This design comes from an exercise in tuning for a short achievable clock period and few clock cycles per item on the open sky130 flow, not from production work.

==> module iir_df1_biquad_axis, before the edit <==
module iir_df1_biquad_axis
#(
    parameter int unsigned coeff_width  = 16,
    parameter int unsigned inout_width  = 16,
    parameter int unsigned scale_factor = 14,
    parameter int          a1_int_coeff = -31880,
    parameter int          a2_int_coeff = 15531,
    parameter int          bo_int_coeff = 167,
    parameter int          b1_int_coeff = -302,
    parameter int          b2_int_coeff = 167
) (
    input  logic                          clk,
    input  logic                          rst,
    input  logic                          s_axis_tvalid,
    input  logic signed [inout_width-1:0] s_axis_tdata,
    output logic                          m_axis_tready,
    output logic signed [inout_width-1:0] m_axis_tdata,
    output logic                          m_axis_tvalid
);
    localparam int unsigned aw = 32;
    localparam logic [aw-1:0] k_loop = aw'(0) - (aw'(32'hffff) << 10) - (aw'(31880) << 15);
    localparam logic [aw-1:0] k_a2   = (aw'(15531) << 15) - (aw'(32'hffff) << 14)
                                     - (aw'(32'hffff) << 8);
    localparam logic [aw-1:0] k_g    = k_loop + k_a2 - (aw'(1) << 25);
    logic ready_q;
    logic                          vin;
    logic signed [inout_width-1:0] xin;
    logic signed [inout_width-1:0] xh1, xh2;
    logic                          v1, v2, v3, v4, v5;
    logic signed [16:0]            a1;    
    logic signed [15:0]            b1;    
    logic signed [25:0]            p167, p302;
    logic signed [25:0]            f3;    
    logic [aw-1:0]                 gs, gc;
    logic signed [inout_width-1:0] y1, y2;
    logic signed [inout_width-1:0] yo;
    logic                          vo;
    logic signed [inout_width-1:0] ys;
    logic [15:0]                   ysb;
    logic [aw-1:0]                 fb;
    logic [aw-1:0]                 g_op [9];
    logic [aw-1:0]                 g_s1, g_c1, g_s2, g_c2, g_s3, g_c3;
    logic [aw-1:0]                 g_s4, g_c4, g_s5, g_c5, g_s6, g_c6, g_s7, g_c7;
    always_comb begin
        ys     = v4 ? y1 : y2;
        ysb    = {~ys[15], ys[14:0]};
        fb     = aw'({~f3[25], f3[24:0]});
        g_op[0] = aw'({16'b0, ~ysb}) << 14;
        g_op[1] = aw'(ysb) << 10;
        g_op[2] = aw'({16'b0, ~ysb}) << 8;
        g_op[3] = aw'(ysb) << 6;
        g_op[4] = aw'(ysb) << 4;
        g_op[5] = aw'(ysb) << 2;
        g_op[6] = aw'(ysb);
        g_op[7] = fb;
        g_op[8] = k_g;
    end
    iir_biquad_csa #(.w(aw)) u_g1 (.a(g_op[0]), .b(g_op[1]), .c(g_op[2]), .s(g_s1), .co(g_c1));
    iir_biquad_csa #(.w(aw)) u_g2 (.a(g_op[3]), .b(g_op[4]), .c(g_op[5]), .s(g_s2), .co(g_c2));
    iir_biquad_csa #(.w(aw)) u_g3 (.a(g_op[6]), .b(g_op[7]), .c(g_op[8]), .s(g_s3), .co(g_c3));
    iir_biquad_csa #(.w(aw)) u_g4 (.a(g_s1), .b(g_c1), .c(g_s2), .s(g_s4), .co(g_c4));
    iir_biquad_csa #(.w(aw)) u_g5 (.a(g_c2), .b(g_s3), .c(g_c3), .s(g_s5), .co(g_c5));
    iir_biquad_csa #(.w(aw)) u_g6 (.a(g_s4), .b(g_c4), .c(g_s5), .s(g_s6), .co(g_c6));
    iir_biquad_csa #(.w(aw)) u_g7 (.a(g_s6), .b(g_c6), .c(g_c5), .s(g_s7), .co(g_c7));
    logic [15:0]                   yb;
    logic [aw-1:0]                 l_op [4];
    logic [aw-1:0]                 l_s1, l_c1, l_s2, l_c2, l_s3, l_c3, l_s4, l_c4;
    logic signed [aw-1:0]          acc;
    logic signed [inout_width-1:0] y_new;
    always_comb begin
        yb      = {~y1[15], y1[14:0]};
        l_op[0] = aw'(yb) << 15;
        l_op[1] = aw'({16'b0, ~yb}) << 10;
        l_op[2] = aw'(yb) << 7;
        l_op[3] = aw'(yb) << 3;
    end
    iir_biquad_csa #(.w(aw)) u_l1 (.a(l_op[0]), .b(l_op[1]), .c(l_op[2]), .s(l_s1), .co(l_c1));
    iir_biquad_csa #(.w(aw)) u_l2 (.a(l_op[3]), .b(gs), .c(gc), .s(l_s2), .co(l_c2));
    iir_biquad_csa #(.w(aw)) u_l3 (.a(l_s1), .b(l_c1), .c(l_s2), .s(l_s3), .co(l_c3));
    iir_biquad_csa #(.w(aw)) u_l4 (.a(l_s3), .b(l_c3), .c(l_c2), .s(l_s4), .co(l_c4));
    assign acc = l_s4 + l_c4;
    iir_biquad_sat #(
        .acc_width    (aw),
        .inout_width  (inout_width),
        .scale_factor (scale_factor)
    ) u_sat (
        .acc (acc),
        .y   (y_new)
    );
    always_ff @(posedge clk) begin
        ready_q <= ready_q | rst;
        vin <= s_axis_tvalid & ready_q & ~rst;
        xin <= s_axis_tdata;
        a1   <= 17'(xin) + 17'(xh2);
        b1   <= xh1;
        p167 <= 26'(a1) * 26'sd167;
        p302 <= 26'(b1) * 26'sd302;
        f3   <= p167 - p302;
        gs   <= g_s7;
        gc   <= g_c7;
        yo   <= y1;
        if (rst) begin
            v1  <= 1'b0;
            v2  <= 1'b0;
            v3  <= 1'b0;
            v4  <= 1'b0;
            v5  <= 1'b0;
            vo  <= 1'b0;
            xh1 <= '0;
            xh2 <= '0;
            y1  <= '0;
            y2  <= '0;
        end else begin
            v1 <= vin;
            v2 <= v1;
            v3 <= v2;
            v4 <= v3;
            v5 <= v4;
            vo <= v5;
            if (vin) begin
                xh1 <= xin;
                xh2 <= xh1;
            end
            if (v4) begin
                y1 <= y_new;
                y2 <= y1;
            end
        end
    end
    assign m_axis_tready = ready_q;
    assign m_axis_tdata  = yo;
    assign m_axis_tvalid = vo;
endmodule
==> flow/config.mk <==
export PLATFORM = sky130hd
export DESIGN_NAME = iir_df1_biquad_axis
export DESIGN_NICKNAME = iir_df1_biquad_axis
export VERILOG_FILES = /design/flow/design.v
export SDC_FILE = /design/flow/constraint.sdc
export NUM_CORES = 4
export LEC_CHECK = 0
export ABC_CLOCK_PERIOD_IN_PS = 2500
export CAP_MARGIN = 20
export CORE_MARGIN = 2
export CORE_UTILIZATION = 40
export SETUP_SLACK_MARGIN = 4.5
export SLEW_MARGIN = 20
==> flow/constraint.sdc <==
create_clock -name core_clock -period 7.0 [get_ports {clk}]
set_input_delay 1.4000 -clock core_clock [delete_from_list [all_inputs] [get_ports {clk}]]
set_output_delay 1.4000 -clock core_clock [all_outputs]
set_load 0.01 [all_outputs]
run.sh (not shown) runs the stock make flow with config.mk's settings and CLKGATE_MAP_FILE= SYNTH_SCRIPT=/design/flow/synth_recipe.tcl, a recipe that flattens the netlist after the stock synthesis.
Change:
--- a/flow/design.v
+++ b/flow/design.v
@@ -79,8 +79,10 @@
     logic signed [25:0]            f3;    
     logic [aw-1:0]                 gs, gc;
-    logic signed [inout_width-1:0] y1, y2;
+    logic [15:0]                   y1l, y2l;
+    logic                          y1p, y1n, y2p, y2n;
+    logic [15:0]                   y1b, y2b;    
+    logic signed [inout_width-1:0] y1;
     logic signed [inout_width-1:0] yo;
     logic                          vo;
-    logic signed [inout_width-1:0] ys;
     logic [15:0]                   ysb;
     logic [aw-1:0]                 fb;
@@ -89,6 +91,5 @@
     logic [aw-1:0]                 g_s4, g_c4, g_s5, g_c5, g_s6, g_c6, g_s7, g_c7;
     always_comb begin
-        ys     = v4 ? y1 : y2;
-        ysb    = {~ys[15], ys[14:0]};
+        ysb    = v4 ? y1b : y2b;
         fb     = aw'({~f3[25], f3[24:0]});
         g_op[0] = aw'({16'b0, ~ysb}) << 14;
@@ -113,7 +114,8 @@
     logic [aw-1:0]                 l_s1, l_c1, l_s2, l_c2, l_s3, l_c3, l_s4, l_c4;
     logic signed [aw-1:0]          acc;
-    logic signed [inout_width-1:0] y_new;
+    logic [15:0]                   yl_new;
+    logic                          yp_new, yn_new;
     always_comb begin
-        yb      = {~y1[15], y1[14:0]};
+        yb      = y1b;
         l_op[0] = aw'(yb) << 15;
         l_op[1] = aw'({16'b0, ~yb}) << 10;
@@ -126,12 +128,10 @@
     iir_biquad_csa #(.w(aw)) u_l4 (.a(l_s3), .b(l_c3), .c(l_c2), .s(l_s4), .co(l_c4));
     assign acc = l_s4 + l_c4;
-    iir_biquad_sat #(
-        .acc_width    (aw),
-        .inout_width  (inout_width),
-        .scale_factor (scale_factor)
-    ) u_sat (
-        .acc (acc),
-        .y   (y_new)
-    );
+    assign yl_new = {~acc[29], acc[28:14]};
+    assign yp_new = ~acc[31] & (acc[30] | acc[29]);
+    assign yn_new = acc[31] & ~(acc[30] & acc[29]);
+    assign y1b = (y1l | {16{y1p}}) & ~{16{y1n}};
+    assign y2b = (y2l | {16{y2p}}) & ~{16{y2n}};
+    assign y1  = {~y1b[15], y1b[14:0]};
     always_ff @(posedge clk) begin
         ready_q <= ready_q | rst;
@@ -155,6 +155,10 @@
             xh1 <= '0;
             xh2 <= '0;
-            y1  <= '0;
-            y2  <= '0;
+            y1l <= 16'h8000;
+            y2l <= 16'h8000;
+            y1p <= 1'b0;
+            y1n <= 1'b0;
+            y2p <= 1'b0;
+            y2n <= 1'b0;
         end else begin
             v1 <= vin;
@@ -169,6 +173,10 @@
             end
             if (v4) begin
-                y1 <= y_new;
-                y2 <= y1;
+                y1l <= yl_new;
+                y1p <= yp_new;
+                y1n <= yn_new;
+                y2l <= y1l;
+                y2p <= y1p;
+                y2n <= y1n;
             end
         end
Non-clock buffer count goes down by 8.
Final area went up by 1.3%.
Clock-buffer cell count is lower by 5.
Worst setup slack is better by 0.26 ns.
Clock skew shrinks by 0.0091 ns.
Maximum frequency climbs by 5.7%.
Routed wire length came out higher by 6.8%.
No run of this note included a check of the RTL's function; only the layout flow was run.

## what the ideal ports hide
The results above use ideal ports. As a check the final layouts listed here were re-extracted and re-timed, cells and wires unchanged.
Step 1, drivers: a clkbuf_16 drives clk and a buf_2 each remaining input, both assumed.
Step 2, shift: input delay + t, output delay - t, t = (earliest + latest rising clock arrival at the registers) / 2. This alone moves slack from input paths to output paths.
Slacks: ideal ports / drivers / drivers and shift; pairs: ideal ports / drivers.
| run | t, ns | slack for setup (ns) | latest minus earliest clock arrival (ns) | slew at the worst register clock pin (ns) |
|---|---|---|---|---|
| the first run | 0.572 | 2.226 / 2.226 / 2.226 | 0.025 / 0.024 | 0.06 / 0.06 |
| the second run | 0.629 | 2.483 / 2.483 / 2.483 | 0.014 / 0.014 | 0.07 / 0.07 |
After both steps every run listed still meets setup and hold.
